From an optimization exercise on the open Yosys and OpenROAD flow, aimed at small area; shortcuts taken in it are not production practice. Function was checked by simulation only, so behaviour that the tests miss may differ from the original. The clock port is modelled as an ideal driver; clocking choices that lean on that would not hold on a real chip. No activity file was given, so power comes from the tool's default toggle rates.

==> flow/design.v <==
`default_nettype none
package diablo_alu_pkg;
  localparam int ALU_OP_W = 4;
  typedef enum logic [ALU_OP_W-1:0] {
    ALU_ADD  = 4'd0,
    ALU_SUB  = 4'd1,
    ALU_AND  = 4'd2,
    ALU_OR   = 4'd3,
    ALU_XOR  = 4'd4,
    ALU_SLL  = 4'd5,
    ALU_SRL  = 4'd6,
    ALU_SRA  = 4'd7,
    ALU_SLT  = 4'd8,
    ALU_SLTU = 4'd9,
    ALU_MUL  = 4'd10,
    ALU_DIV  = 4'd11,
    ALU_DIVU = 4'd12,
    ALU_REM  = 4'd13,
    ALU_REMU = 4'd14
  } alu_op_e;
  typedef enum logic [1:0] {
    ST_IDLE = 2'd0,
    ST_BUSY = 2'd1,
    ST_DONE = 2'd2
  } alu_state_e;
  function automatic logic op_is_iter(input alu_op_e op);
    case (op)
      diablo_alu_pkg::ALU_MUL, diablo_alu_pkg::ALU_DIVU, diablo_alu_pkg::ALU_REMU: op_is_iter = 1'b1;
      diablo_alu_pkg::ALU_DIV, diablo_alu_pkg::ALU_REM: op_is_iter = 1'b1;
      default:                     op_is_iter = 1'b0;
    endcase
  endfunction
endpackage
`default_nettype wire
`default_nettype none
module alu_fa (
  input  logic i_a,
  input  logic i_b,
  input  logic i_c,
  output logic o_s,
  output logic o_c
);
  assign o_s = i_a ^ i_b ^ i_c;
  assign o_c = (i_a & i_b) | (i_a & i_c) | (i_b & i_c);
endmodule
module alu_muldiv_iter
#(
  parameter int XLEN = 64
) (
  input  logic [XLEN-1:0] i_acc,
  input  logic            i_bitin,
  input  logic [XLEN-1:0] i_b,
  input  logic            i_c1n,
  input  logic            i_c0n,
  input  logic            i_y64,
  input  logic            i_cin,
  output logic [XLEN:0]   o_sum
);
  logic [XLEN:0] x, y, s0, c0, pa, tc;
  logic [6:0] bc;
  assign x = {i_acc, i_bitin};
  always_comb for (int i = 0; i < XLEN; i++) y[i] = !(i_b[i] ? i_c1n : i_c0n);
  assign y[XLEN] = i_y64;
  assign bc[0] = i_cin;
  alu_fa u_fa0 (.i_a(x[0]), .i_b(y[0]), .i_c(bc[0]), .o_s(s0[0]), .o_c(c0[0]));
  alu_fa u_fa1 (.i_a(x[1]), .i_b(y[1]), .i_c(c0[0]), .o_s(s0[1]), .o_c(c0[1]));
  alu_fa u_fa2 (.i_a(x[2]), .i_b(y[2]), .i_c(c0[1]), .o_s(s0[2]), .o_c(c0[2]));
  alu_fa u_fa3 (.i_a(x[3]), .i_b(y[3]), .i_c(c0[2]), .o_s(s0[3]), .o_c(c0[3]));
  alu_fa u_fa4 (.i_a(x[4]), .i_b(y[4]), .i_c(c0[3]), .o_s(s0[4]), .o_c(c0[4]));
  alu_fa u_fa5 (.i_a(x[5]), .i_b(y[5]), .i_c(c0[4]), .o_s(s0[5]), .o_c(c0[5]));
  alu_fa u_fa6 (.i_a(x[6]), .i_b(y[6]), .i_c(c0[5]), .o_s(s0[6]), .o_c(c0[6]));
  alu_fa u_fa7 (.i_a(x[7]), .i_b(y[7]), .i_c(c0[6]), .o_s(s0[7]), .o_c(c0[7]));
  alu_fa u_fa8 (.i_a(x[8]), .i_b(y[8]), .i_c(c0[7]), .o_s(s0[8]), .o_c(c0[8]));
  alu_fa u_fa9 (.i_a(x[9]), .i_b(y[9]), .i_c(c0[8]), .o_s(s0[9]), .o_c(c0[9]));
  alu_fa u_fa10 (.i_a(x[10]), .i_b(y[10]), .i_c(c0[9]), .o_s(s0[10]), .o_c(c0[10]));
  assign o_sum[10:0] = s0[10:0];
  assign bc[1] = c0[10];
  assign s0[11] = x[11] ^ y[11];
  assign c0[11] = x[11] & y[11];
  alu_fa u_fa12 (.i_a(x[12]), .i_b(y[12]), .i_c(c0[11]), .o_s(s0[12]), .o_c(c0[12]));
  alu_fa u_fa13 (.i_a(x[13]), .i_b(y[13]), .i_c(c0[12]), .o_s(s0[13]), .o_c(c0[13]));
  alu_fa u_fa14 (.i_a(x[14]), .i_b(y[14]), .i_c(c0[13]), .o_s(s0[14]), .o_c(c0[14]));
  alu_fa u_fa15 (.i_a(x[15]), .i_b(y[15]), .i_c(c0[14]), .o_s(s0[15]), .o_c(c0[15]));
  alu_fa u_fa16 (.i_a(x[16]), .i_b(y[16]), .i_c(c0[15]), .o_s(s0[16]), .o_c(c0[16]));
  alu_fa u_fa17 (.i_a(x[17]), .i_b(y[17]), .i_c(c0[16]), .o_s(s0[17]), .o_c(c0[17]));
  alu_fa u_fa18 (.i_a(x[18]), .i_b(y[18]), .i_c(c0[17]), .o_s(s0[18]), .o_c(c0[18]));
  alu_fa u_fa19 (.i_a(x[19]), .i_b(y[19]), .i_c(c0[18]), .o_s(s0[19]), .o_c(c0[19]));
  alu_fa u_fa20 (.i_a(x[20]), .i_b(y[20]), .i_c(c0[19]), .o_s(s0[20]), .o_c(c0[20]));
  alu_fa u_fa21 (.i_a(x[21]), .i_b(y[21]), .i_c(c0[20]), .o_s(s0[21]), .o_c(c0[21]));
  assign pa[21] = &s0[21:11];
  assign o_sum[11] = s0[11] ^ bc[1];
  assign tc[11] = s0[11] & bc[1];
  assign o_sum[12] = s0[12] ^ tc[11];
  assign tc[12] = s0[12] & tc[11];
  assign o_sum[13] = s0[13] ^ tc[12];
  assign tc[13] = s0[13] & tc[12];
  assign o_sum[14] = s0[14] ^ tc[13];
  assign tc[14] = s0[14] & tc[13];
  assign o_sum[15] = s0[15] ^ tc[14];
  assign tc[15] = s0[15] & tc[14];
  assign o_sum[16] = s0[16] ^ tc[15];
  assign tc[16] = s0[16] & tc[15];
  assign o_sum[17] = s0[17] ^ tc[16];
  assign tc[17] = s0[17] & tc[16];
  assign o_sum[18] = s0[18] ^ tc[17];
  assign tc[18] = s0[18] & tc[17];
  assign o_sum[19] = s0[19] ^ tc[18];
  assign tc[19] = s0[19] & tc[18];
  assign o_sum[20] = s0[20] ^ tc[19];
  assign tc[20] = s0[20] & tc[19];
  assign o_sum[21] = s0[21] ^ tc[20];
  assign tc[21] = s0[21] & tc[20];
  assign bc[2] = c0[21] | (bc[1] & pa[21]);
  assign s0[22] = x[22] ^ y[22];
  assign c0[22] = x[22] & y[22];
  alu_fa u_fa23 (.i_a(x[23]), .i_b(y[23]), .i_c(c0[22]), .o_s(s0[23]), .o_c(c0[23]));
  alu_fa u_fa24 (.i_a(x[24]), .i_b(y[24]), .i_c(c0[23]), .o_s(s0[24]), .o_c(c0[24]));
  alu_fa u_fa25 (.i_a(x[25]), .i_b(y[25]), .i_c(c0[24]), .o_s(s0[25]), .o_c(c0[25]));
  alu_fa u_fa26 (.i_a(x[26]), .i_b(y[26]), .i_c(c0[25]), .o_s(s0[26]), .o_c(c0[26]));
  alu_fa u_fa27 (.i_a(x[27]), .i_b(y[27]), .i_c(c0[26]), .o_s(s0[27]), .o_c(c0[27]));
  alu_fa u_fa28 (.i_a(x[28]), .i_b(y[28]), .i_c(c0[27]), .o_s(s0[28]), .o_c(c0[28]));
  alu_fa u_fa29 (.i_a(x[29]), .i_b(y[29]), .i_c(c0[28]), .o_s(s0[29]), .o_c(c0[29]));
  alu_fa u_fa30 (.i_a(x[30]), .i_b(y[30]), .i_c(c0[29]), .o_s(s0[30]), .o_c(c0[30]));
  alu_fa u_fa31 (.i_a(x[31]), .i_b(y[31]), .i_c(c0[30]), .o_s(s0[31]), .o_c(c0[31]));
  alu_fa u_fa32 (.i_a(x[32]), .i_b(y[32]), .i_c(c0[31]), .o_s(s0[32]), .o_c(c0[32]));
  assign pa[32] = &s0[32:22];
  assign o_sum[22] = s0[22] ^ bc[2];
  assign tc[22] = s0[22] & bc[2];
  assign o_sum[23] = s0[23] ^ tc[22];
  assign tc[23] = s0[23] & tc[22];
  assign o_sum[24] = s0[24] ^ tc[23];
  assign tc[24] = s0[24] & tc[23];
  assign o_sum[25] = s0[25] ^ tc[24];
  assign tc[25] = s0[25] & tc[24];
  assign o_sum[26] = s0[26] ^ tc[25];
  assign tc[26] = s0[26] & tc[25];
  assign o_sum[27] = s0[27] ^ tc[26];
  assign tc[27] = s0[27] & tc[26];
  assign o_sum[28] = s0[28] ^ tc[27];
  assign tc[28] = s0[28] & tc[27];
  assign o_sum[29] = s0[29] ^ tc[28];
  assign tc[29] = s0[29] & tc[28];
  assign o_sum[30] = s0[30] ^ tc[29];
  assign tc[30] = s0[30] & tc[29];
  assign o_sum[31] = s0[31] ^ tc[30];
  assign tc[31] = s0[31] & tc[30];
  assign o_sum[32] = s0[32] ^ tc[31];
  assign tc[32] = s0[32] & tc[31];
  assign bc[3] = c0[32] | (bc[2] & pa[32]);
  assign s0[33] = x[33] ^ y[33];
  assign c0[33] = x[33] & y[33];
  alu_fa u_fa34 (.i_a(x[34]), .i_b(y[34]), .i_c(c0[33]), .o_s(s0[34]), .o_c(c0[34]));
  alu_fa u_fa35 (.i_a(x[35]), .i_b(y[35]), .i_c(c0[34]), .o_s(s0[35]), .o_c(c0[35]));
  alu_fa u_fa36 (.i_a(x[36]), .i_b(y[36]), .i_c(c0[35]), .o_s(s0[36]), .o_c(c0[36]));
  alu_fa u_fa37 (.i_a(x[37]), .i_b(y[37]), .i_c(c0[36]), .o_s(s0[37]), .o_c(c0[37]));
  alu_fa u_fa38 (.i_a(x[38]), .i_b(y[38]), .i_c(c0[37]), .o_s(s0[38]), .o_c(c0[38]));
  alu_fa u_fa39 (.i_a(x[39]), .i_b(y[39]), .i_c(c0[38]), .o_s(s0[39]), .o_c(c0[39]));
  alu_fa u_fa40 (.i_a(x[40]), .i_b(y[40]), .i_c(c0[39]), .o_s(s0[40]), .o_c(c0[40]));
  alu_fa u_fa41 (.i_a(x[41]), .i_b(y[41]), .i_c(c0[40]), .o_s(s0[41]), .o_c(c0[41]));
  alu_fa u_fa42 (.i_a(x[42]), .i_b(y[42]), .i_c(c0[41]), .o_s(s0[42]), .o_c(c0[42]));
  alu_fa u_fa43 (.i_a(x[43]), .i_b(y[43]), .i_c(c0[42]), .o_s(s0[43]), .o_c(c0[43]));
  assign pa[43] = &s0[43:33];
  assign o_sum[33] = s0[33] ^ bc[3];
  assign tc[33] = s0[33] & bc[3];
  assign o_sum[34] = s0[34] ^ tc[33];
  assign tc[34] = s0[34] & tc[33];
  assign o_sum[35] = s0[35] ^ tc[34];
  assign tc[35] = s0[35] & tc[34];
  assign o_sum[36] = s0[36] ^ tc[35];
  assign tc[36] = s0[36] & tc[35];
  assign o_sum[37] = s0[37] ^ tc[36];
  assign tc[37] = s0[37] & tc[36];
  assign o_sum[38] = s0[38] ^ tc[37];
  assign tc[38] = s0[38] & tc[37];
  assign o_sum[39] = s0[39] ^ tc[38];
  assign tc[39] = s0[39] & tc[38];
  assign o_sum[40] = s0[40] ^ tc[39];
  assign tc[40] = s0[40] & tc[39];
  assign o_sum[41] = s0[41] ^ tc[40];
  assign tc[41] = s0[41] & tc[40];
  assign o_sum[42] = s0[42] ^ tc[41];
  assign tc[42] = s0[42] & tc[41];
  assign o_sum[43] = s0[43] ^ tc[42];
  assign tc[43] = s0[43] & tc[42];
  assign bc[4] = c0[43] | (bc[3] & pa[43]);
  assign s0[44] = x[44] ^ y[44];
  assign c0[44] = x[44] & y[44];
  alu_fa u_fa45 (.i_a(x[45]), .i_b(y[45]), .i_c(c0[44]), .o_s(s0[45]), .o_c(c0[45]));
  alu_fa u_fa46 (.i_a(x[46]), .i_b(y[46]), .i_c(c0[45]), .o_s(s0[46]), .o_c(c0[46]));
  alu_fa u_fa47 (.i_a(x[47]), .i_b(y[47]), .i_c(c0[46]), .o_s(s0[47]), .o_c(c0[47]));
  alu_fa u_fa48 (.i_a(x[48]), .i_b(y[48]), .i_c(c0[47]), .o_s(s0[48]), .o_c(c0[48]));
  alu_fa u_fa49 (.i_a(x[49]), .i_b(y[49]), .i_c(c0[48]), .o_s(s0[49]), .o_c(c0[49]));
  alu_fa u_fa50 (.i_a(x[50]), .i_b(y[50]), .i_c(c0[49]), .o_s(s0[50]), .o_c(c0[50]));
  alu_fa u_fa51 (.i_a(x[51]), .i_b(y[51]), .i_c(c0[50]), .o_s(s0[51]), .o_c(c0[51]));
  alu_fa u_fa52 (.i_a(x[52]), .i_b(y[52]), .i_c(c0[51]), .o_s(s0[52]), .o_c(c0[52]));
  alu_fa u_fa53 (.i_a(x[53]), .i_b(y[53]), .i_c(c0[52]), .o_s(s0[53]), .o_c(c0[53]));
  alu_fa u_fa54 (.i_a(x[54]), .i_b(y[54]), .i_c(c0[53]), .o_s(s0[54]), .o_c(c0[54]));
  assign pa[54] = &s0[54:44];
  assign o_sum[44] = s0[44] ^ bc[4];
  assign tc[44] = s0[44] & bc[4];
  assign o_sum[45] = s0[45] ^ tc[44];
  assign tc[45] = s0[45] & tc[44];
  assign o_sum[46] = s0[46] ^ tc[45];
  assign tc[46] = s0[46] & tc[45];
  assign o_sum[47] = s0[47] ^ tc[46];
  assign tc[47] = s0[47] & tc[46];
  assign o_sum[48] = s0[48] ^ tc[47];
  assign tc[48] = s0[48] & tc[47];
  assign o_sum[49] = s0[49] ^ tc[48];
  assign tc[49] = s0[49] & tc[48];
  assign o_sum[50] = s0[50] ^ tc[49];
  assign tc[50] = s0[50] & tc[49];
  assign o_sum[51] = s0[51] ^ tc[50];
  assign tc[51] = s0[51] & tc[50];
  assign o_sum[52] = s0[52] ^ tc[51];
  assign tc[52] = s0[52] & tc[51];
  assign o_sum[53] = s0[53] ^ tc[52];
  assign tc[53] = s0[53] & tc[52];
  assign o_sum[54] = s0[54] ^ tc[53];
  assign tc[54] = s0[54] & tc[53];
  assign bc[5] = c0[54] | (bc[4] & pa[54]);
  assign s0[55] = x[55] ^ y[55];
  assign c0[55] = x[55] & y[55];
  alu_fa u_fa56 (.i_a(x[56]), .i_b(y[56]), .i_c(c0[55]), .o_s(s0[56]), .o_c(c0[56]));
  alu_fa u_fa57 (.i_a(x[57]), .i_b(y[57]), .i_c(c0[56]), .o_s(s0[57]), .o_c(c0[57]));
  alu_fa u_fa58 (.i_a(x[58]), .i_b(y[58]), .i_c(c0[57]), .o_s(s0[58]), .o_c(c0[58]));
  alu_fa u_fa59 (.i_a(x[59]), .i_b(y[59]), .i_c(c0[58]), .o_s(s0[59]), .o_c(c0[59]));
  alu_fa u_fa60 (.i_a(x[60]), .i_b(y[60]), .i_c(c0[59]), .o_s(s0[60]), .o_c(c0[60]));
  alu_fa u_fa61 (.i_a(x[61]), .i_b(y[61]), .i_c(c0[60]), .o_s(s0[61]), .o_c(c0[61]));
  alu_fa u_fa62 (.i_a(x[62]), .i_b(y[62]), .i_c(c0[61]), .o_s(s0[62]), .o_c(c0[62]));
  alu_fa u_fa63 (.i_a(x[63]), .i_b(y[63]), .i_c(c0[62]), .o_s(s0[63]), .o_c(c0[63]));
  alu_fa u_fa64 (.i_a(x[64]), .i_b(y[64]), .i_c(c0[63]), .o_s(s0[64]), .o_c(c0[64]));
  assign pa[64] = &s0[64:55];
  assign o_sum[55] = s0[55] ^ bc[5];
  assign tc[55] = s0[55] & bc[5];
  assign o_sum[56] = s0[56] ^ tc[55];
  assign tc[56] = s0[56] & tc[55];
  assign o_sum[57] = s0[57] ^ tc[56];
  assign tc[57] = s0[57] & tc[56];
  assign o_sum[58] = s0[58] ^ tc[57];
  assign tc[58] = s0[58] & tc[57];
  assign o_sum[59] = s0[59] ^ tc[58];
  assign tc[59] = s0[59] & tc[58];
  assign o_sum[60] = s0[60] ^ tc[59];
  assign tc[60] = s0[60] & tc[59];
  assign o_sum[61] = s0[61] ^ tc[60];
  assign tc[61] = s0[61] & tc[60];
  assign o_sum[62] = s0[62] ^ tc[61];
  assign tc[62] = s0[62] & tc[61];
  assign o_sum[63] = s0[63] ^ tc[62];
  assign tc[63] = s0[63] & tc[62];
  assign o_sum[64] = s0[64] ^ tc[63];
  assign tc[64] = s0[64] & tc[63];
  assign bc[6] = c0[64] | (bc[5] & pa[64]);
endmodule
`default_nettype wire
`default_nettype none
module alu_seq
#(
  parameter int XLEN = 64
) (
  input  logic            clk,
  input  logic            rst_n,
  input  logic            in_valid,
  output logic            in_ready,
  input  logic [diablo_alu_pkg::ALU_OP_W-1:0] in_op,
  input  logic [XLEN-1:0] in_a,
  input  logic [XLEN-1:0] in_b,
  output logic            out_valid,
  input  logic            out_ready,
  output logic [XLEN-1:0] out_result,
  output logic            out_err
);
  localparam int SHW = $clog2(XLEN);
  localparam logic [1:0] S_PRE = 2'd0, S_P0 = 2'd1, S_P1 = 2'd2, S_P2 = 2'd3;
  logic            r_ov;
  logic [1:0]      r_st;
  logic [SHW-1:0]  r_k;
  logic            r_abit;
  logic            r_lt;
  logic            r_pbit;
  logic [XLEN-1:0] r_acc;
  logic [XLEN-1:0] r_q;
  logic            r_psgn;
  logic            r_f1;
  logic            r_f2;
  logic [3:0]      r_op;
  logic            r_a63;
  logic            r_b63;
  diablo_alu_pkg::alu_op_e w_op;
  logic w_p0, w_p1, w_p2, w_first, w_lastk, w_last, w_done;
  logic w_add, w_sub_op, w_logic, w_shift, w_mul, w_cmp, w_isdiv, w_two;
  logic w_signed, w_rem, w_sa, w_bn, w_negq, w_e, w_e63, w_sub, w_bk, w_diff, w_lt, w_lbit;
  logic [SHW-1:0]  w_kn;
  logic            w_knl, w_hold;
  logic            w_bitin, w_yen, w_yinv, w_y64, w_cin;
  logic [XLEN:0]   w_sum;
  assign w_op     = diablo_alu_pkg::alu_op_e'(r_op);
  assign w_add    = (w_op == diablo_alu_pkg::ALU_ADD);
  assign w_sub_op = (w_op == diablo_alu_pkg::ALU_SUB);
  assign w_logic  = (w_op == diablo_alu_pkg::ALU_AND) || (w_op == diablo_alu_pkg::ALU_OR) ||
                    (w_op == diablo_alu_pkg::ALU_XOR);
  assign w_shift  = (w_op == diablo_alu_pkg::ALU_SLL) || (w_op == diablo_alu_pkg::ALU_SRL) ||
                    (w_op == diablo_alu_pkg::ALU_SRA);
  assign w_cmp    = (w_op == diablo_alu_pkg::ALU_SLT) || (w_op == diablo_alu_pkg::ALU_SLTU);
  assign w_mul    = (w_op == diablo_alu_pkg::ALU_MUL);
  assign w_isdiv  = diablo_alu_pkg::op_is_iter(w_op) && !w_mul;
  assign w_two    = w_logic || w_cmp || w_shift;
  assign w_signed = (w_op == diablo_alu_pkg::ALU_DIV) || (w_op == diablo_alu_pkg::ALU_REM);
  assign w_rem    = (w_op == diablo_alu_pkg::ALU_REM) || (w_op == diablo_alu_pkg::ALU_REMU);
  assign w_sa     = w_signed && r_a63;
  assign w_bn     = w_signed && r_b63;
  assign w_p0     = (r_st == S_P0);
  assign w_p1     = (r_st == S_P1);
  assign w_p2     = (r_st == S_P2);
  assign w_first  = (r_k == SHW'(XLEN-1));
  assign w_lastk  = (r_k == '0);
  assign w_last   = w_p2 || (w_p1 && w_two) || (w_p0 && !w_two && !w_isdiv);
  assign w_done   = w_last && w_lastk;
  assign in_ready = !r_ov && (w_done || !in_valid);
  assign out_valid  = r_ov;
  assign out_result = r_acc;
  assign out_err    = (r_op == 4'd15);
  assign w_kn  = (r_st == S_PRE) ? SHW'(XLEN-1) : (r_k - 1'b1);
  assign w_knl = (w_kn < in_b[SHW-1:0]);
  always_ff @(posedge clk) begin
    r_abit <= ((in_op == 4'd6 || in_op == 4'd7) && w_knl) ? ((in_op == 4'd7) && in_a[XLEN-1]) : in_a[w_kn];
    r_lt   <= w_knl;
  end
  assign w_bk   = r_acc[XLEN-1];
  always_comb begin
    case (w_op)
      diablo_alu_pkg::ALU_AND: w_lbit = r_abit & w_bk;
      diablo_alu_pkg::ALU_OR:  w_lbit = r_abit | w_bk;
      default:                 w_lbit = r_abit ^ w_bk;
    endcase
  end
  assign w_lt = (w_op == diablo_alu_pkg::ALU_SLT && (r_a63 ^ r_b63)) ? r_a63 : r_psgn;
  assign w_e63  = ((&r_acc) && r_psgn) || (r_f2 && r_pbit);
  assign w_e    = w_sa && r_f2;
  assign w_negq = (w_sa ^ w_bn) && !r_f1;
  assign w_sub  = w_p1 ? !r_psgn : (w_sa && r_psgn);
  always_comb begin
    w_bitin = 1'b0;
    w_yen   = 1'b0;
    w_yinv  = 1'b0;
    w_y64   = 1'b0;
    w_cin   = 1'b0;
    case (r_st)
      S_P0: begin
        if (w_add || w_sub_op || w_shift || w_cmp) w_bitin = r_abit;
        if (w_add || w_sub_op || w_logic || w_cmp) w_yen = w_lastk;
        if (w_sub_op || w_cmp) begin
          w_yinv = w_lastk;
          w_cin  = w_lastk;
        end
        if (w_cmp) w_y64 = !r_acc[XLEN-1];
        if (w_mul) w_yen = r_abit;
      end
      S_P1: begin
        if (w_shift && w_op != diablo_alu_pkg::ALU_SLL) w_bitin = r_acc[XLEN-1];
        if (w_logic) w_bitin = w_lbit;
        if (w_cmp)   w_bitin = w_lastk && w_lt;
        if (w_isdiv) begin
          w_bitin = r_abit ^ w_sa;
          w_yen   = 1'b1;
          w_yinv  = w_sub ^ w_bn;
          w_cin   = w_sub ^ w_bn;
          w_y64   = w_sub;
        end
      end
      S_P2: begin
        if (!w_rem) begin
          w_bitin = r_q[XLEN-1] ^ w_negq;
          w_cin   = w_lastk && (w_e ^ w_negq);
        end else begin
          w_bitin = r_acc[XLEN-1] ^ w_sa;
          w_yen   = w_lastk && (w_e ^ r_psgn);
          w_yinv  = w_lastk && (w_e ^ r_psgn) && (w_sub ^ w_bn);
          w_cin   = w_lastk && (w_e ^ r_psgn) && (w_sub ^ w_bn);
        end
      end
      default: ;
    endcase
  end
  alu_muldiv_iter #(
    .XLEN (XLEN)
  ) u_dp (
    .i_acc  (r_acc),
    .i_bitin(w_bitin),
    .i_b    (in_b),
    .i_c1n  (!(w_yen ^ w_yinv)),
    .i_c0n  (!w_yinv),
    .i_y64  (w_y64),
    .i_cin  (w_cin),
    .o_sum  (w_sum)
  );
  always_ff @(posedge clk or negedge rst_n) begin
    if (!rst_n) begin
      r_ov <= 1'b0;
      r_st <= S_PRE;
    end else begin
      if (r_ov) begin
        if (out_ready) r_ov <= 1'b0;
      end else if (in_valid && w_done) begin
        r_ov <= 1'b1;
      end
      if (r_ov || !in_valid || w_done)    r_st <= S_PRE;
      else if (r_st == S_PRE || w_lastk)  r_st <= r_st + 1'b1;
    end
  end
  always_ff @(posedge clk) begin
    r_k    <= w_kn;
    r_pbit <= w_bitin;
    r_q    <= {r_q[XLEN-2:0], !w_sum[XLEN]};
    if (w_p0) r_psgn <= w_cmp && w_sum[XLEN];
    if (w_p1 && w_isdiv) r_psgn <= w_sum[XLEN];
  end
  assign w_hold = w_p1 && w_shift && ((w_op == diablo_alu_pkg::ALU_SLL) ? !r_lt : r_lt);
  always_ff @(posedge clk) begin
    if (!r_ov && !w_hold) r_acc <= w_sum[XLEN-1:0];
    if (!r_ov) r_op <= in_op;
    r_a63 <= in_a[XLEN-1];
    r_b63 <= in_b[XLEN-1];
  end
  always_ff @(posedge clk) begin
    if (w_p1) begin
      if (w_first) r_f1 <= !w_sum[XLEN];
      r_f2 <= !w_first && (((&r_acc) && r_psgn) || (r_f2 && r_pbit));
    end else if (w_p2 && w_first) begin
      r_f2 <= w_e63;
    end
  end
endmodule
`default_nettype wire
==> flow/flow/run.sh <==
#!/bin/bash
# Layout of alu_seq: the standard flow (standard.sh, all steps unchanged), with the port
# buffers that global placement inserts on every input and output made of the smallest buffer
# cell, sky130_fd_sc_hd__buf_1, in place of the flow's default choice. Each tool's output is kept
# in a log of its own here; ORFS also keeps per-step logs under orfs/logs.
set -euo pipefail
export BUFFER_PORTS_ARGS="-buffer_cell sky130_fd_sc_hd__buf_1"
export CTS_ARGS="-sink_clustering_enable -repair_clock_nets -dont_use_dummy_load -buf_list {sky130_fd_sc_hd__clkbuf_4 sky130_fd_sc_hd__clkbuf_8} -root_buf sky130_fd_sc_hd__clkbuf_8 -sink_clustering_size 12 -sink_clustering_max_diameter 60"
export PRE_CTS_TCL="$(pwd)/flow/cts_pre.tcl"
bash standard.sh > standard.log 2>&1
==> flow/flow/cts_pre.tcl <==
# Clock leaves for alu_seq, built before clock_tree_synthesis: the flip-flops are split into
# four groups by position (halves in x, then halves in y) and each group gets one
# sky130_fd_sc_hd__clkbuf_16 at its centre, driven by the clock net. TritonCTS then sees only
# the four leaf buffers on the clock net.
set db [ord::get_db]
set block [ord::get_db_block]
set clk [$block findNet clk]
set sinks {}
foreach it [$clk getITerms] {
  set inst [$it getInst]
  set box [$inst getBBox]
  set x [expr {([$box xMin] + [$box xMax]) / 2}]
  set y [expr {([$box yMin] + [$box yMax]) / 2}]
  lappend sinks [list $it $x $y]
}
puts "cts_pre: [llength $sinks] clock sinks"
set byx [lsort -integer -index 1 $sinks]
set half [expr {[llength $byx] / 2}]
set groups {}
foreach part [list [lrange $byx 0 [expr {$half - 1}]] [lrange $byx $half end]] {
  set byy [lsort -integer -index 2 $part]
  set h2 [expr {[llength $byy] / 2}]
  lappend groups [lrange $byy 0 [expr {$h2 - 1}]] [lrange $byy $h2 end]
}
set master [$db findMaster sky130_fd_sc_hd__clkbuf_16]
set n 0
foreach g $groups {
  set sx 0; set sy 0
  foreach s $g { incr sx [lindex $s 1]; incr sy [lindex $s 2] }
  set cx [expr {$sx / [llength $g]}]
  set cy [expr {$sy / [llength $g]}]
  set inst [odb::dbInst_create $block $master "clkleaf_$n"]
  set net [odb::dbNet_create $block "clkleaf_net_$n"]
  $net setSigType CLOCK
  foreach s $g {
    set it [lindex $s 0]
    $it disconnect
    $it connect $net
  }
  [$inst findITerm A] connect $clk
  [$inst findITerm X] connect $net
  $inst setLocation $cx $cy
  $inst setPlacementStatus PLACED
  puts "cts_pre: clkleaf_$n drives [llength $g] sinks at ($cx, $cy)"
  incr n
}
==> flow/standard.sh <==
#!/bin/bash
# synth_recipe.tcl (not shown) runs the flow's synth.tcl, then flattens the netlist and writes it again
# the make line also repeats each setting of config.mk as NAME=value (left out here)
make -C /OpenROAD-flow-scripts/flow DESIGN_CONFIG=/design/flow/config.mk WORK_HOME=/design/flow/orfs CLKGATE_MAP_FILE= SYNTH_SCRIPT=/design/flow/synth_recipe.tcl "${@:-finish}"
==> flow/config.mk <==
export PLATFORM = sky130hd
export DESIGN_NAME = alu_seq
export DESIGN_NICKNAME = alu_seq
export VERILOG_FILES = /design/flow/design.v
export SDC_FILE = /design/flow/constraint.sdc
export NUM_CORES = 4
export LEC_CHECK = 0
export CAP_MARGIN = 20
export CORE_MARGIN = 2
export CORE_UTILIZATION = 40
export SLEW_MARGIN = 20
export SYNTH_HIERARCHICAL = 1
==> flow/constraint.sdc <==
create_clock -name core_clock -period 10.0 [get_ports {clk}]
set_input_delay 2.0000 -clock core_clock [delete_from_list [all_inputs] [get_ports {clk}]]
set_output_delay 2.0000 -clock core_clock [all_outputs]
set_load 0.01 [all_outputs]
==> run_results.csv, run 1 <==
group,metric,value,unit
clock_network,post-cts-setup-buffer-count,0,
worst_hold_path,min_path_type,"reg -> reg",
timing,fin_crit,9.50,ns
floorplanning,fp.dieArea,22300,sq um
status,outcome,"complete, no violations",
drt,drt-total-wl,20700,um
timing,setup_viol,0,
drt,vias,5875,
timing,rsz0062_at_grt,"no",
drt,drt-initial-drc-count,286,
cells_and_area,fillers,1958,
logic_synthesis,synth_cells,656,
logic_synthesis,netlist_area,8440,sq um
worst_setup_path,path_class,"reg -> reg",
logic_synthesis,synth-seq-cells,149,
drt,via_per_inst,5.24,
floorplanning,num_io_pins,203,
worst_setup_path,rrSetupSlack,0.50,ns
placement,dp_cells,1094,
cells_and_area,final_cells,1121,
global_route,antenna_found_initial,0,
power,total_power,2.33,mW
worst_setup_path,cp_num_buf_inv,3,
timing,fin_tns_setup,0,ns
global_route,grt_remaining_overflow,0,
cells_and_area,area_growth,16.3,%
logic_synthesis,synth_seq_area_share,44.0,%
timing,tightest_slew,0.874,ns
drt,wl_per_cell,18.5,um
floorplanning,dieWidth,149,um
power,pwr_density_cell,237,nW/um^2
worst_setup_path,cpMostUsedCell,"ha_1",
clock_network,ctsHoldBuffers,0,
global_route,grt_max_degree,65,
worst_setup_path,path_max_fanout,63,
clock_network,clk_latency,0.68,ns
logic_synthesis,yosysWarnings,9,
worst_setup_path,arrival,9.92,ns
placement,portBuffers,202,
logic_synthesis,synth_edf_count,71,
worst_setup_path,cp_top_family,"adder cells",
cells_and_area,nets,1111,
floorplanning,rows,53,
cells_and_area,final-seq-area,3710,sq um
placement,dpl.hpwl,16000,um
drt,drt_pass1_iterations,4,
worst_setup_path,critPathLaunchType,"register",
logic_synthesis,ys_async_sr_fraction,2.01,%
worst_setup_path,cpMaxStageDelayCell,"fa_1",
worst_setup_path,cp.required,10.42,ns
drt,detail-route-antenna-nets,0,
cells_and_area,n_antenna_cell,0,
timing,holdWs,0.305,ns
drt,remaining_drc_errors,0,
cells_and_area,drive_above_1_share,6.26,%
global_route,grt_pass1_vias,6053,
floorplanning,core_area,20900,sq um
power,vdd_drop_max,0.0965,mV
timing,slew-limit-headroom,41.8,%
clock_network,cts_resized,0,
cells_and_area,post-route-util,47.0,%
placement,finalWeightedCongestion,0.830,
worst_setup_path,crit_path_end_kind,"register",
logic_synthesis,ys_types,71,
logic_synthesis,syn-mean-instance-area,12.9,sq um
timing,maxSlewViolCount,0,
power,leakage,4.36,nW
timing,fmax,0.105,GHz
cells_and_area,multi_input_area,4420,sq um
worst_setup_path,crit_path_max_incr_delay,0.49,ns
global_route,gr-usage-all-layers,19.0,%
timing,hold_viol,0,
floorplanning,start_util,40.4,%
logic_synthesis,ys.flop_type,"dfxtp_1",
run,drv_cap,0,
clock_network,clk_pin_slew,0.08,ns
clock_network,cts_tree,"yes",
global_route,grt_pass1_wl,32700,um
timing,period_share,95.0,%
floorplanning,die_h,149,um
timing,fin_skew,0.0222,ns
logic_synthesis,synth_nets,919,
==> cell usage after synthesis (3+ instances only) <==
| cell | instances | area [sq um] |
|---|---|---|
| edfxtp_1 | 71 | 2130 |
| a221oi_1 | 8 | 70.1 |
| xnor2_1 | 5 | 43.8 |
| or3_1 | 3 | 18.8 |
| o21ai_0 | 10 | 50.1 |
| o22ai_1 | 7 | 43.8 |
| nand2b_1 | 5 | 31.3 |
| dfxtp_1 | 75 | 1500 |
| nor3_1 | 9 | 45.0 |
| a22oi_1 | 7 | 52.6 |
| xor2_1 | 10 | 87.6 |
| a21oi_1 | 19 | 95.1 |
| a31o_2 | 3 | 26.3 |
| o31ai_1 | 3 | 22.5 |
| nor2b_1 | 4 | 25.0 |
| inv_1 | 25 | 93.8 |
| xor2_2 | 3 | 48.8 |
| nand2_1 | 21 | 78.8 |
| dfrtp_1 | 3 | 75.1 |
| fa_1 | 60 | 1200 |
| a21o_1 | 4 | 30.0 |
| mux2i_1 | 79 | 791 |
| nand4_1 | 27 | 169 |
| buf_4 | 15 | 113 |
| buf_1 | 6 | 22.5 |
| ha_1 | 67 | 838 |
| nand3_1 | 8 | 40.0 |
| buf_2 | 5 | 25.0 |
| clkbuf_1 | 17 | 63.8 |
| nor4_1 | 4 | 25.0 |
| and2_1 | 3 | 18.8 |
| o221ai_1 | 4 | 35.0 |
| a221o_1 | 3 | 30.0 |
| nor2_1 | 16 | 60.1 |
==> routing by layer <==
metal / part of all wire [%] / up-vias / global-route usage [%] / wire length (um)
met2: 46 / 216 / 30.0 / 9520
li1: - / 2784 / - / -
met3: 7.6 / 34 / 4.68 / 1580
met5: 0 / - / 0 / 0
met1: 45 / 2841 / 26.2 / 9290
met4: 1.7 / 0 / 5.24 / 354
==> power breakdown <==
part | internal [mW] | switching [mW]
logic | 0.289 | 0.425
clock network | 0.273 | 0.218
registers | 0.918 | 0.206
==> logic make-up (layout without fill, tap and decap cells) <==
kind of cell	Yosys count	in the layout	share of synthesized area, %
mux	84	84	10.3
simple gates	114	114	7.53
flops	149	149	44.0
compound gates	93	93	7.92
xor+xnor	18	18	2.14
fa+ha+maj	127	127	24.2
buf+inv	71	261	3.99
==> modules after synthesis (local to each module, per instance), a selection <==
module   cell area [sq um]  cells inside
alu_fa                20.0             1
alu_seq               5600           426
==> sequential cells by signal, summed over array words and instances, names as in the netlist <==
signal / flops
r_acc: 64
r_q: 64
r_k: 6
r_op: 4
r_st: 2
r_a63: 1
r_abit: 1
r_b63: 1
r_f1: 1
r_f2: 1
r_lt: 1
r_ov: 1
r_pbit: 1
r_psgn: 1
==> per-stage QoR <==
stage	worst slack, ns	area [sq um]
after floorplan	0.627	8440
after global placement	0.445	9390
after detailed placement	0.328	9390
after CTS	0.365	9810
after global routing	0.0672	9810
final	0.503	9810
==> path summary, 6_finish.rpt <==
path / from / to / cells past startpoint
max in group asynchronous: rst_n / r_ov$_DFF_PN0_ / 1
max reg2reg: r_k[0]$_DFF_P_ / r_psgn$_DFFE_PP_ / 35
min: r_q[14]$_DFF_P_ / r_q[15]$_DFF_P_ / 0
min in group asynchronous: rst_n / r_st[0]$_DFFE_PN0P_ / 1
max: r_k[0]$_DFF_P_ / r_psgn$_DFFE_PP_ / 35
min reg2reg: r_q[14]$_DFF_P_ / r_q[15]$_DFF_P_ / 0
==> worst reg2reg max path, delay by kind of cell (launching register included) <==
| family | cells | cell delay, ns |
|---|---|---|
| AOI/OAI and AO/OA | 4 | 0.89 |
| xor gates and xnor gates | 1 | 0.16 |
| adders and majority gates | 21 | 6.19 |
| buffers and inverters | 3 | 0.54 |
| DFF | 1 | 0.31 |
| muxes | 1 | 0.15 |
| and+or+nand+nor | 5 | 1.06 |
==> area by class of cell, clock buffers not listed <==
class,count,area share [%]
Buffer,4,1.02
Inverter,27,1.03
Multi-Input combinational cell,436,45.1
Sequential cell,149,37.8
Tap cell,275,3.51
Timing Repair Buffer,207,8.37
==> cells in the final DEF (no fill, tap or decap), types with 8 or more instances in the layout <==
| cell | count |
|---|---|
| a21oi_1 | 19 |
| a221oi_1 | 8 |
| buf_1 | 202 |
| clkbuf_8 | 23 |
| dfxtp_1 | 75 |
| edfxtp_1 | 71 |
| fa_1 | 60 |
| ha_1 | 67 |
| inv_1 | 25 |
| mux2i_1 | 79 |
| nand2_1 | 21 |
| nand4_1 | 27 |
| nor2_1 | 16 |
| nor3_1 | 9 |
| o21ai_0 | 10 |
| xor2_1 | 10 |
==> inputs of run 2 (changes only) <==
==> flow/flow/run.sh (replaced) <==
#!/bin/bash
# Layout of alu_seq: the standard flow (standard.sh, all steps unchanged), with the port
# buffers that global placement inserts on every input and output made of the smallest buffer
# cell, sky130_fd_sc_hd__buf_1, in place of the flow's default choice. Each tool's output is kept
# in a log of its own here; ORFS also keeps per-step logs under orfs/logs.
set -euo pipefail
export BUFFER_PORTS_ARGS="-buffer_cell sky130_fd_sc_hd__buf_1"
export CTS_ARGS="-clk_nets clk -repair_clock_nets -dont_use_dummy_load -buf_list sky130_fd_sc_hd__clkbuf_8 -root_buf sky130_fd_sc_hd__clkbuf_8"
export PRE_CTS_TCL="$(pwd)/flow/cts_pre.tcl"
export CLK_LEAVES=8
export CLK_LEAF_CELL=sky130_fd_sc_hd__clkbuf_16
bash standard.sh > standard.log 2>&1
==> flow/flow/cts_pre.tcl (replaced) <==
# Clock leaves for alu_seq, built before clock_tree_synthesis: the flip-flops are split by
# position into CLK_LEAVES groups of equal size (recursive halving, alternately in x and y),
# and each group gets one CLK_LEAF_CELL buffer at its centre, driven by the clock net.
# clock_tree_synthesis (CTS_ARGS: -clk_nets clk) then builds the tree above these leaves.
set leaves $::env(CLK_LEAVES)
set cell $::env(CLK_LEAF_CELL)
set db [ord::get_db]
set block [ord::get_db_block]
set clk [$block findNet clk]
set sinks {}
foreach it [$clk getITerms] {
  set box [[$it getInst] getBBox]
  lappend sinks [list $it [expr {([$box xMin] + [$box xMax]) / 2}] [expr {([$box yMin] + [$box yMax]) / 2}]]
}
puts "cts_pre: [llength $sinks] clock sinks, $leaves leaves of $cell"
proc split_groups { groups axis } {
  set out {}
  foreach g $groups {
    set s [lsort -integer -index $axis $g]
    set h [expr {[llength $s] / 2}]
    lappend out [lrange $s 0 [expr {$h - 1}]] [lrange $s $h end]
  }
  return $out
}
set groups [list $sinks]
set axis 1
while { [llength $groups] < $leaves } {
  set groups [split_groups $groups $axis]
  set axis [expr {3 - $axis}]
}
set master [$db findMaster $cell]
set n 0
foreach g $groups {
  set sx 0
  set sy 0
  foreach s $g {
    incr sx [lindex $s 1]
    incr sy [lindex $s 2]
  }
  set cx [expr {$sx / [llength $g]}]
  set cy [expr {$sy / [llength $g]}]
  set inst [odb::dbInst_create $block $master "clkleaf_$n"]
  set net [odb::dbNet_create $block "clkleaf_net_$n"]
  $net setSigType CLOCK
  foreach s $g {
    set it [lindex $s 0]
    $it disconnect
    $it connect $net
  }
  [$inst findITerm A] connect $clk
  [$inst findITerm X] connect $net
  $inst setLocation $cx $cy
  $inst setPlacementStatus PLACED
  puts "cts_pre: clkleaf_$n drives [llength $g] sinks at ($cx, $cy)"
  incr n
}
==> run_results.csv, run 2 <==
group,metric,value,unit
status,outcome,"complete, no violations",
timing,slew-limit-headroom,42.2,%
worst_setup_path,crit_path_end_kind,"register",
timing,rsz0062_at_grt,"no",
worst_setup_path,r2r_cells,35,
worst_hold_path,min_path_cells,0,
drt,drt-total-wl,20500,um
timing,fin_skew,0.0136,ns
worst_hold_path,whs_endpoint,"r_q[60]$_DFF_P_",
logic_synthesis,ys_types,71,
timing,hold_viol,0,
clock_network,cts_tree,"yes",
timing,setup_viol,0,
global_route,antenna_found_initial,0,
worst_setup_path,crit_path_max_incr_delay,0.49,ns
logic_synthesis,netlist_area,8440,sq um
logic_synthesis,ys.flop_type,"dfxtp_1",
drt,vias,5774,
placement,finalWeightedCongestion,0.830,
placement,dp_cells,1094,
timing,fin_tns_setup,0,ns
logic_synthesis,ys_async_sr_fraction,2.01,%
worst_setup_path,cp_top_family,"adder cells",
placement,dpl.hpwl,16000,um
drt,via_per_inst,5.23,
floorplanning,start_util,40.4,%
logic_synthesis,synth_edf_count,71,
floorplanning,die_h,149,um
global_route,gr-usage-all-layers,18.4,%
global_route,grt_pass1_vias,5872,
logic_synthesis,synth_seq_area_share,44.0,%
timing,period_share,95.1,%
drt,drt-initial-drc-count,283,
worst_setup_path,cp_num_buf_inv,3,
cells_and_area,layout_common_cells,"buf_1 (202), mux2i_1 (79), dfxtp_1 (75)",
global_route,grt_remaining_overflow,0,
timing,tightest_slew,0.867,ns
power,pwr_density_cell,228,nW/um^2
drt,remaining_drc_errors,0,
worst_setup_path,arrival,9.72,ns
floorplanning,fp.dieArea,22300,sq um
cells_and_area,final_common_cell,"buf_1",
logic_synthesis,synth_cells,656,
floorplanning,num_io_pins,203,
worst_hold_path,min_path_type,"reg -> reg",
logic_synthesis,yosysMostFrequentCell,"mux2i_1",
timing,fin_crit,9.51,ns
global_route,grt_pass1_wl,32400,um
floorplanning,dieWidth,149,um
cells_and_area,reg_top3,"r_acc x64, r_q x64, r_k x6",
logic_synthesis,ys_top_cells_by_area,"edfxtp_1 (25%), dfxtp_1 (18%), fa_1 (14%)",
worst_setup_path,cpMaxStageDelayCell,"fa_1",
cells_and_area,n_antenna_cell,0,
logic_synthesis,synth-seq-cells,149,
placement,portBuffers,202,
timing,fmax,0.105,GHz
drt,wl_per_cell,18.6,um
clock_network,clk_latency,0.46,ns
logic_synthesis,syn-mean-instance-area,12.9,sq um
drt,drt_pass1_iterations,4,
clock_network,clk_pin_slew,0.09,ns
worst_hold_path,min_from,"r_q[59]$_DFF_P_",
floorplanning,rows,53,
worst_setup_path,path_class,"reg -> reg",
logic_synthesis,yosysWarnings,9,
timing,maxSlewViolCount,0,
placement,placed_area,9390,sq um
logic_synthesis,synth_nets,919,
run,drv_cap,0,
clock_network,cts_buffers,3,
cells_and_area,final_cells,1105,
cells_and_area,nets,1095,
cells_and_area,final_area,9640,sq um
worst_setup_path,critPathLaunchType,"register",
power,vdd_drop_max,0.0940,mV
logic_synthesis,yosys-top-cells-count,"mux2i_1 (79), dfxtp_1 (75), edfxtp_1 (71), ha_1 (67), fa_1 (60)",
worst_setup_path,rrSetupSlack,0.49,ns
drt,detail-route-antenna-nets,0,
worst_setup_path,worstReg2RegEnd,"r_psgn$_DFFE_PP_",
logic_synthesis,yosys.area.top_type,"edfxtp_1",
power,leakage,4.26,nW
worst_setup_path,cp.required,10.21,ns
floorplanning,core_area,20900,sq um
global_route,grt_max_degree,65,
cells_and_area,drive_above_1_share,4.46,%
worst_setup_path,path_max_fanout,63,
worst_setup_path,cpMostUsedCell,"ha_1",
logic_synthesis,yosysTopAreaCellShare,25.3,%
cells_and_area,area_growth,14.2,%
worst_setup_path,crit-reg2reg-launch,"r_k[0]$_DFF_P_",
[run 2: per-module statistics from Yosys, one instance, submodules excluded, excerpt]
module / flip-flops and latches / copies in the design
alu_seq: 149 / 1
alu_fa: 0 / 60
[run 2: per-layer routing]
metal  global-route usage [%]  up-vias  part of all wire, %
met3                     3.46       23                  7.4
met2                     30.0      207                   46
li1                         -     2750                    -
met1                     26.2     2794                   45
met5                        0        -                    0
met4                     3.24        0                  1.3
[run 2: power by group]
| group | switching, mW | leakage, nW | internal [mW] |
|---|---|---|---|
| Clock | 0.190 | 0.120 | 0.170 |
| Combinational | 0.425 | 2.68 | 0.289 |
| Sequential | 0.207 | 1.46 | 0.917 |
[run 2: worst max path at each step]
stage                         startpoint                to  cells past startpoint
after global routing      r_k[0]$_DFF_P_  r_psgn$_DFFE_PP_                     35
after CTS                 r_k[0]$_DFF_P_  r_psgn$_DFFE_PP_                     35
after global placement           in_b[0]  r_psgn$_DFFE_PP_                     29
final                     r_k[0]$_DFF_P_  r_psgn$_DFFE_PP_                     35
after floorplan           r_k[0]$_DFF_P_  r_psgn$_DFFE_PP_                     38
after detailed placement  r_k[0]$_DFF_P_  r_psgn$_DFFE_PP_                     35
[run 2: worst register-to-register path: cells and delay by family (launching register included)]
family | cells | cell delay [ns]
fa+ha+maj | 21 | 6.18
simple gates | 5 | 1.05
compound gates | 4 | 0.88
buf+inv | 3 | 0.54
flops | 1 | 0.33
mux | 1 | 0.15
xor+xnor | 1 | 0.15
[run 2: logic make-up (layout without fill, tap and decap cells)]
family | after synthesis | after routing | synth area share (%)
and+or+nand+nor | 114 | 114 | 7.53
xor gates and xnor gates | 18 | 18 | 2.14
DFF | 149 | 149 | 44.0
muxes | 84 | 84 | 10.3
buffers and inverters | 71 | 245 | 3.99
adders and majority gates | 127 | 127 | 24.2
AOI/OAI and AO/OA | 93 | 93 | 7.92
[run 2: per-stage QoR]
step                      worst slack (ns)  util, %  power, mW  hold slack, ns
after floorplan                      0.627        -       1.55           0.310
after global placement               0.445     44.9       1.85           0.310
after detailed placement             0.328     44.9       1.86           0.312
after CTS                            0.331     46.1       2.23           0.329
after global routing                0.0295     46.1       2.35           0.332
final                                0.490     46.1       2.20           0.327
[run 2: timing repair]
action / 4_1_cts / 5_1_grt
gates resized for setup: 0 / 1
buffers inserted: 0 / 0
hold buffers: 0 / 0
endpoints found under the setup margin: 0 / 2
[run 2: area by class of cell, clock buffers not listed]
cell class                      instances  area (sq um)
Buffer                                  8           200
Tap cell                              275           344
Fill cell                            1971         11300
Multi-Input combinational cell        436          4420
Sequential cell                       149          3710
Inverter                               27           101
Timing Repair Buffer                  207           821
==> inputs of run 3 (changes only) <==
--- a/flow/flow/run.sh
+++ b/flow/flow/run.sh
@@ -7,6 +7,6 @@
 export BUFFER_PORTS_ARGS="-buffer_cell sky130_fd_sc_hd__buf_1"
 export CTS_ARGS="-clk_nets clk -repair_clock_nets -dont_use_dummy_load -buf_list sky130_fd_sc_hd__clkbuf_8 -root_buf sky130_fd_sc_hd__clkbuf_8"
 export PRE_CTS_TCL="$(pwd)/flow/cts_pre.tcl"
-export CLK_LEAVES=8
-export CLK_LEAF_CELL=sky130_fd_sc_hd__clkbuf_16
+export CLK_LEAVES=10
+export CLK_LEAF_CELL=sky130_fd_sc_hd__clkbuf_8
 bash standard.sh > standard.log 2>&1
--- a/flow/flow/cts_pre.tcl
+++ b/flow/flow/cts_pre.tcl
@@ -1,5 +1,5 @@
 # Clock leaves for alu_seq, built before clock_tree_synthesis: the flip-flops are split by
-# position into CLK_LEAVES groups of equal size (recursive halving, alternately in x and y),
+# position into CLK_LEAVES groups (the largest group is halved along its wider side, repeatedly),
 # and each group gets one CLK_LEAF_CELL buffer at its centre, driven by the clock net.
 # clock_tree_synthesis (CTS_ARGS: -clk_nets clk) then builds the tree above these leaves.
 set leaves $::env(CLK_LEAVES)
@@ -13,20 +13,22 @@
   lappend sinks [list $it [expr {([$box xMin] + [$box xMax]) / 2}] [expr {([$box yMin] + [$box yMax]) / 2}]]
 }
 puts "cts_pre: [llength $sinks] clock sinks, $leaves leaves of $cell"
-proc split_groups { groups axis } {
-  set out {}
-  foreach g $groups {
-    set s [lsort -integer -index $axis $g]
-    set h [expr {[llength $s] / 2}]
-    lappend out [lrange $s 0 [expr {$h - 1}]] [lrange $s $h end]
+proc span { g axis } {
+  set v [lsort -integer -index $axis $g]
+  return [expr {[lindex $v end $axis] - [lindex $v 0 $axis]}]
+}
+# split the largest group in two halves along its wider side until there are enough groups
+set groups [list $sinks]
+while { [llength $groups] < $leaves } {
+  set big 0
+  for { set i 1 } { $i < [llength $groups] } { incr i } {
+    if { [llength [lindex $groups $i]] > [llength [lindex $groups $big]] } { set big $i }
   }
-  return $out
-}
-set groups [list $sinks]
-set axis 1
-while { [llength $groups] < $leaves } {
-  set groups [split_groups $groups $axis]
-  set axis [expr {3 - $axis}]
+  set g [lindex $groups $big]
+  set axis [expr {[span $g 1] >= [span $g 2] ? 1 : 2}]
+  set s [lsort -integer -index $axis $g]
+  set h [expr {[llength $s] / 2}]
+  set groups [lreplace $groups $big $big [lrange $s 0 [expr {$h - 1}]] [lrange $s $h end]]
 }
 set master [$db findMaster $cell]
 set n 0
==> run_results.csv, run 3 <==
group,metric,value,unit
status,outcome,"complete, no violations",
power,sw_frac_of_total,38.1,%
global_route,grt_remaining_overflow,0,
cells_and_area,post-route-util,45.8,%
timing,hold_viol,0,
drt,via_per_inst,5.22,
power,pwr_density_cell,223,nW/um^2
timing,fin_tns_setup,0,ns
floorplanning,rows,53,
logic_synthesis,ys_types,71,
cells_and_area,nets,1097,
clock_network,clk_latency,0.48,ns
logic_synthesis,ys_async_sr_fraction,2.01,%
drt,vias,5775,
floorplanning,fp.dieArea,22300,sq um
timing,setup_viol,0,
logic_synthesis,yosys-top-cells-count,"mux2i_1 (79), dfxtp_1 (75), edfxtp_1 (71), ha_1 (67), fa_1 (60)",
cells_and_area,layout_common_cells,"buf_1 (202), mux2i_1 (79), dfxtp_1 (75)",
worst_setup_path,cp_num_buf_inv,3,
power,pwr-share-seq,52.6,%
logic_synthesis,synth_edf_count,71,
global_route,gr-usage-all-layers,18.4,%
global_route,grt_pass1_vias,5900,
power,p_comb_share,33.5,%
worst_hold_path,min_path_type,"reg -> reg",
power,p_sw,0.813,mW
logic_synthesis,synth_seq_area_share,44.0,%
floorplanning,core_area,20900,sq um
logic_synthesis,yosysTopAreaCellShare,25.3,%
cells_and_area,drive_above_1_share,4.69,%
floorplanning,start_util,40.4,%
worst_setup_path,critPathLaunchType,"register",
worst_setup_path,cp_top_family,"adder cells",
logic_synthesis,synth-seq-cells,149,
logic_synthesis,syn-mean-instance-area,12.9,sq um
logic_synthesis,ys_top_cells_by_area,"edfxtp_1 (25%), dfxtp_1 (18%), fa_1 (14%)",
worst_setup_path,cpMaxStageDelayCell,"fa_1",
placement,dpl.hpwl,16000,um
power,vdd_drop_max,0.0912,mV
cells_and_area,final_cells,1107,
cells_and_area,final_common_cell,"buf_1",
worst_setup_path,path_max_fanout,63,
cells_and_area,reg_top3,"r_acc x64, r_q x64, r_k x6",
cells_and_area,final_area,9570,sq um
timing,fmax,0.105,GHz
global_route,grt_pass1_wl,32300,um
placement,placed_area,9390,sq um
global_route,grt_max_degree,65,
clock_network,cts_tree,"yes",
clock_network,cts_buffers,3,
timing,setup_slack,0.471,ns
placement,portBuffers,202,
timing,tightest_slew,0.882,ns
logic_synthesis,netlist_area,8440,sq um
power,total_power,2.14,mW
run,drv_cap,0,
placement,finalWeightedCongestion,0.830,
global_route,antenna_found_initial,0,
timing,maxSlewViolCount,0,
placement,dp_cells,1094,
worst_setup_path,crit_path_end_kind,"register",
floorplanning,num_io_pins,203,
logic_synthesis,synth_nets,919,
logic_synthesis,yosysWarnings,9,
power,leakage,4.23,nW
floorplanning,die_h,149,um
worst_setup_path,arrival,9.74,ns
drt,remaining_drc_errors,0,
clock_network,clk_pin_slew,0.12,ns
timing,rsz0062_at_grt,"no",
worst_setup_path,cpMostUsedCell,"ha_1",
logic_synthesis,yosysMostFrequentCell,"mux2i_1",
floorplanning,dieWidth,149,um
worst_setup_path,crit_path_max_incr_delay,0.49,ns
drt,drt-initial-drc-count,323,
logic_synthesis,synth_cells,656,
power,pwr-share-clk,14.0,%
drt,wl_per_cell,18.6,um
placement,dp_slack,0.328,ns
worst_setup_path,path_class,"reg -> reg",
logic_synthesis,ys.flop_type,"dfxtp_1",
cells_and_area,n_antenna_cell,0,
worst_setup_path,cp.required,10.21,ns
drt,detail-route-antenna-nets,0,
logic_synthesis,yosys.area.top_type,"edfxtp_1",
cells_and_area,area_growth,13.5,%
timing,holdWs,0.266,ns
timing,fin_skew,0.0739,ns
timing,period_share,95.3,%
timing,fin_crit,9.53,ns
timing,slew-limit-headroom,41.2,%
drt,drt-total-wl,20600,um
power,internal-power,1.32,mW
drt,drt_pass1_iterations,5,
## run 3: cell counts after synthesis
No cell type changed its count.
## run 3: timing repair
item	4_1_cts	5_1_grt
setup endpoints to repair	0	4
gates resized for setup	0	1
hold buffers	0	0
setup buffers	0	0
## run 3: path summary, 6_finish.rpt
kind	from	endpoint	slack [ns]	depth (start not counted)
max	r_k[0]$_DFF_P_	r_psgn$_DFFE_PP_	0.47	35
min	r_q[24]$_DFF_P_	r_q[25]$_DFF_P_	0.27	0
max reg2reg	r_k[0]$_DFF_P_	r_psgn$_DFFE_PP_	0.47	35
min reg2reg	r_q[24]$_DFF_P_	r_q[25]$_DFF_P_	0.27	0
max in group asynchronous	rst_n	r_st[0]$_DFFE_PN0P_	8.53	1
min in group asynchronous	rst_n	r_ov$_DFF_PN0_	1.32	1
## run 3: Yosys stat by module (local to each module, per instance), excerpt
module	cells	flip-flops and latches	copies in the design	area, sq um
alu_fa	1	0	60	20.0
alu_seq	426	149	1	5600
## run 3: cells by family after synthesis
group,Yosys count,synth area share (%)
and+or+nand+nor,114,7.53
AOI/OAI and AO/OA,93,7.92
DFF,149,44.0
muxes,84,10.3
xor gates and xnor gates,18,2.14
adders and majority gates,127,24.2
buffers and inverters,71,3.99
## run 3: area by class of cell, clock buffers not listed
class                      count  area (sq um)
multi-input combinational    436          4420
fill                        1972         11300
tap                          275           344
timing repair buffer         207           821
buffer                        10           138
inverter                      27           101
sequential                   149          3710
## run 3: power groups by stage
stage                     clock network, mW  registers (mW)  logic [mW]
after floorplan                           0            1.12       0.431
after global placement                    0            1.14       0.710
after detailed placement                  0            1.14       0.718
after CTS                             0.311            1.13       0.723
after global routing                  0.334            1.16       0.797
final                                 0.299            1.12       0.715
## run 3: worst reg2reg max path: cells and delay by family (launching register included)
| kind | cells | cell delay, ns |
|---|---|---|
| AO/OA/AOI/OAI | 4 | 0.90 |
| XOR/XNOR | 1 | 0.16 |
| adder cells (fa/ha/maj) | 21 | 6.20 |
| buffers and inverters | 3 | 0.53 |
| flip-flops | 1 | 0.34 |
| multiplexers | 1 | 0.15 |
| AND/OR/NAND/NOR | 5 | 1.06 |
## run 3: routing by layer
layer | vias to the layer above | global-route usage, % | part of all wire [%]
li1 | 2752 | - | -
met1 | 2787 | 26.2 | 45
met2 | 218 | 29.7 | 46
met3 | 18 | 3.67 | 7.8
met4 | 0 | 3.00 | 1.1
met5 | - | 0 | 0
==> inputs of run 4 (changes only) <==
--- a/flow/flow/run.sh
+++ b/flow/flow/run.sh
@@ -7,6 +7,6 @@
 export BUFFER_PORTS_ARGS="-buffer_cell sky130_fd_sc_hd__buf_1"
 export CTS_ARGS="-clk_nets clk -repair_clock_nets -dont_use_dummy_load -buf_list sky130_fd_sc_hd__clkbuf_8 -root_buf sky130_fd_sc_hd__clkbuf_8"
 export PRE_CTS_TCL="$(pwd)/flow/cts_pre.tcl"
-export CLK_LEAVES=10
+export CLK_LEAVES=9
 export CLK_LEAF_CELL=sky130_fd_sc_hd__clkbuf_8
 bash standard.sh > standard.log 2>&1
==> run_results.csv, run 4 <==
group,metric,value,unit
clock_network,cts_buffers,3,
power,vdd_drop_max,0.0893,mV
clock_network,cts_tree,"yes",
cells_and_area,area_growth,13.3,%
floorplanning,core_area,20900,sq um
placement,portBuffers,202,
logic_synthesis,synth_nets,919,
worst_setup_path,crit-reg2reg-launch,"r_k[0]$_DFF_P_",
worst_setup_path,crit_path_end_kind,"register",
logic_synthesis,ys.flop_type,"dfxtp_1",
timing,fmax,0.105,GHz
global_route,grt_remaining_overflow,0,
worst_setup_path,cpMaxStageDelayCell,"fa_1",
drt,met1_length,9240,um
floorplanning,rows,53,
placement,dp_slack,0.328,ns
drt,route.met2.wl,9520,um
global_route,grt_max_degree,65,
worst_setup_path,cpMostUsedCell,"ha_1",
worst_setup_path,path_class,"reg -> reg",
drt,drt_pass1_iterations,7,
cells_and_area,nets,1096,
logic_synthesis,synth_edf_count,71,
floorplanning,fp.dieArea,22300,sq um
global_route,antenna_found_initial,0,
global_route,gr-usage-all-layers,18.4,%
worst_setup_path,r2r_cells,35,
drt,top_layer,"met4",
cells_and_area,fillers,1974,
logic_synthesis,synth_seq_area_share,44.0,%
logic_synthesis,yosys-top-cells-count,"mux2i_1 (79), dfxtp_1 (75), edfxtp_1 (71), ha_1 (67), fa_1 (60)",
timing,period_share,95.3,%
timing,tightest_slew,0.886,ns
drt,drt-total-wl,20600,um
timing,fin_crit,9.53,ns
power,total_power,2.13,mW
timing,fin_tns_setup,0,ns
clock_network,clk_latency,0.47,ns
drt,remaining_drc_errors,0,
worst_setup_path,cp.required,10.21,ns
worst_setup_path,cp-startpoint,"r_k[0]$_DFF_P_",
floorplanning,start_util,40.4,%
worst_setup_path,endpoint,"r_psgn$_DFFE_PP_",
worst_setup_path,path_max_fanout,63,
cells_and_area,n_antenna_cell,0,
clock_network,ctsHoldBuffers,0,
timing,setup_viol,0,
power,pwr_density_cell,222,nW/um^2
placement,dpl.hpwl,16000,um
timing,rsz0062_at_grt,"no",
timing,setup_slack,0.472,ns
clock_network,post-cts-setup-buffer-count,0,
cells_and_area,drive_above_1_share,4.57,%
logic_synthesis,syn-mean-instance-area,12.9,sq um
global_route,grt_pass1_wl,32400,um
timing,hold_viol,0,
drt,via_per_inst,5.21,
floorplanning,die_h,149,um
global_route,grt_pass1_vias,5882,
floorplanning,dieWidth,149,um
drt,vias,5764,
cells_and_area,reg_top3,"r_acc x64, r_q x64, r_k x6",
worst_setup_path,worstReg2RegEnd,"r_psgn$_DFFE_PP_",
power,leakage,4.23,nW
run,drv_cap,0,
placement,finalWeightedCongestion,0.830,
cells_and_area,layout_common_cells,"buf_1 (202), mux2i_1 (79), dfxtp_1 (75)",
floorplanning,num_io_pins,203,
worst_setup_path,rrSetupSlack,0.47,ns
status,outcome,"complete, no violations",
drt,wl_met3,1600,um
logic_synthesis,synth_cells,656,
timing,maxSlewViolCount,0,
clock_network,clk_pin_slew,0.12,ns
logic_synthesis,ys_top_cells_by_area,"edfxtp_1 (25%), dfxtp_1 (18%), fa_1 (14%)",
worst_hold_path,min_path_type,"reg -> reg",
worst_setup_path,critPathLaunchType,"register",
logic_synthesis,ys_types,71,
logic_synthesis,netlist_area,8440,sq um
logic_synthesis,ys_async_sr_fraction,2.01,%
worst_setup_path,arrival,9.74,ns
timing,fin_skew,0.0637,ns
worst_setup_path,crit_path_max_incr_delay,0.49,ns
drt,drt-initial-drc-count,279,
cells_and_area,final_common_cell,"buf_1",
drt,detail-route-antenna-nets,0,
logic_synthesis,synth-seq-cells,149,
logic_synthesis,yosysTopAreaCellShare,25.3,%
drt,wl_per_cell,18.6,um
timing,slew-limit-headroom,40.9,%
cells_and_area,post-route-util,45.8,%
logic_synthesis,yosys.area.top_type,"edfxtp_1",
logic_synthesis,yosysWarnings,9,
logic_synthesis,yosysMostFrequentCell,"mux2i_1",
run 4: changes by cell type in the layout (fill, tap and decap cells not counted):
cell / change
clkbuf_8: -1
run 4: modules after synthesis, one instance, submodules excluded, excerpt:
module / area, sq um / flip-flops and latches / cells
alu_seq: 5600 / 149 / 426
alu_fa: 20.0 / 0 / 1
run 4: critical path: cells and delay by family (launching register included):
kind | cells | cell delay (ns)
multiplexers | 1 | 0.13
buffers and inverters | 3 | 0.54
AND/OR/NAND/NOR | 5 | 1.06
XOR/XNOR | 1 | 0.16
AO/OA/AOI/OAI | 4 | 0.89
flip-flops | 1 | 0.34
adder cells (fa/ha/maj) | 21 | 6.19
run 4: how the worst min path moves through the flow:
stage	from	to	slack, ns	cells after the start
floorplan	r_q[9]$_DFF_P_	r_q[10]$_DFF_P_	0.31	0
global placement	r_q[31]$_DFF_P_	r_q[32]$_DFF_P_	0.31	0
detailed placement	r_q[22]$_DFF_P_	r_q[23]$_DFF_P_	0.31	0
CTS	r_q[7]$_DFF_P_	r_q[8]$_DFF_P_	0.27	0
global route	r_q[7]$_DFF_P_	r_q[8]$_DFF_P_	0.27	0
finish	r_q[7]$_DFF_P_	r_q[8]$_DFF_P_	0.27	0
run 4: what timing repair did:
action / CTS / global route
setup endpoints to repair: 0 / 4
resized for setup: 0 / 1
endpoints found under the hold margin: 0 / 0
run 4: cell families (layout without fill, tap and decap cells):
group / Yosys count / after routing / share of synthesized area, %
simple gates: 114 / 114 / 7.53
fa+ha+maj: 127 / 127 / 24.2
mux: 84 / 84 / 10.3
flops: 149 / 149 / 44.0
buf+inv: 71 / 246 / 3.99
xor+xnor: 18 / 18 / 2.14
compound gates: 93 / 93 / 7.92
run 4: metal layers:
| metal | vias to the layer above | global-route usage (%) |
|---|---|---|
| met2 | 206 | 29.8 |
| met3 | 17 | 3.61 |
| met5 | - | 0 |
| li1 | 2750 | - |
| met1 | 2791 | 26.3 |
| met4 | 0 | 3.05 |
run 4: area by class of cell, clock buffers not listed:
| type | instances | area [sq um] | area share [%] |
|---|---|---|---|
| plain buffers | 9 | 124 | 1.30 |
| inverters | 27 | 101 | 1.06 |
| multi-input cells | 436 | 4420 | 46.2 |
| flip-flops and latches | 149 | 3710 | 38.8 |
| well taps | 275 | 344 | 3.60 |
| repair buffers | 207 | 821 | 8.59 |
run 4: through the flow:
stage | instance area [sq um] | cells | hold WS (ns)
3_3_place_gp | 9390 | 1094 | 0.310
5_1_grt | 9560 | 1106 | 0.269
3_5_place_dp | 9390 | 1094 | 0.312
2_1_floorplan | 8440 | 656 | 0.310
6_report | 9560 | 1106 | 0.275
4_1_cts | 9550 | 1106 | 0.274
run 4: power breakdown:
part           internal [mW]  total, mW  leakage [nW]  switching, mW
clock network          0.109      0.290        0.0863          0.181
logic                  0.289      0.715          2.68          0.426
registers              0.916       1.12          1.46          0.206
total                   1.31       2.13          4.23          0.813

## afterwards: timing with drivers on the ports
No port has a modelled driver above. Below, the same layouts with a new extraction and two added sets of constraints.
Step 1 (the two cells are an assumption about what drives the block):
set clk [get_ports {clk}]
set_driving_cell -lib_cell sky130_fd_sc_hd__clkbuf_16 $clk
set_driving_cell -lib_cell sky130_fd_sc_hd__buf_2 [delete_from_list [all_inputs] $clk]
Step 2, shift: input delay + t, output delay - t, t = (earliest + latest rising clock arrival at the registers) / 2. This alone moves slack from input paths to output paths.
Three values: ideal ports, drivers, drivers and shift; two values: the first two.
run	t, ns	slack for setup (ns)	clock arrival spread, ns
run 1	0.702	0.503 / 0.503 / 0.415	0.023 / 0.022
run 2	0.495	0.490 / 0.490 / 0.417	0.014 / 0.014
run 3	0.480	0.471 / 0.471 / 0.428	0.074 / 0.074
run 4	0.476	0.472 / 0.472 / 0.433	0.064 / 0.063
After both steps setup and hold are still met in every run listed. For run 1, which loses most, drivers alone change the setup slack by 0.000 ns; drivers and shift together by -0.088 ns.
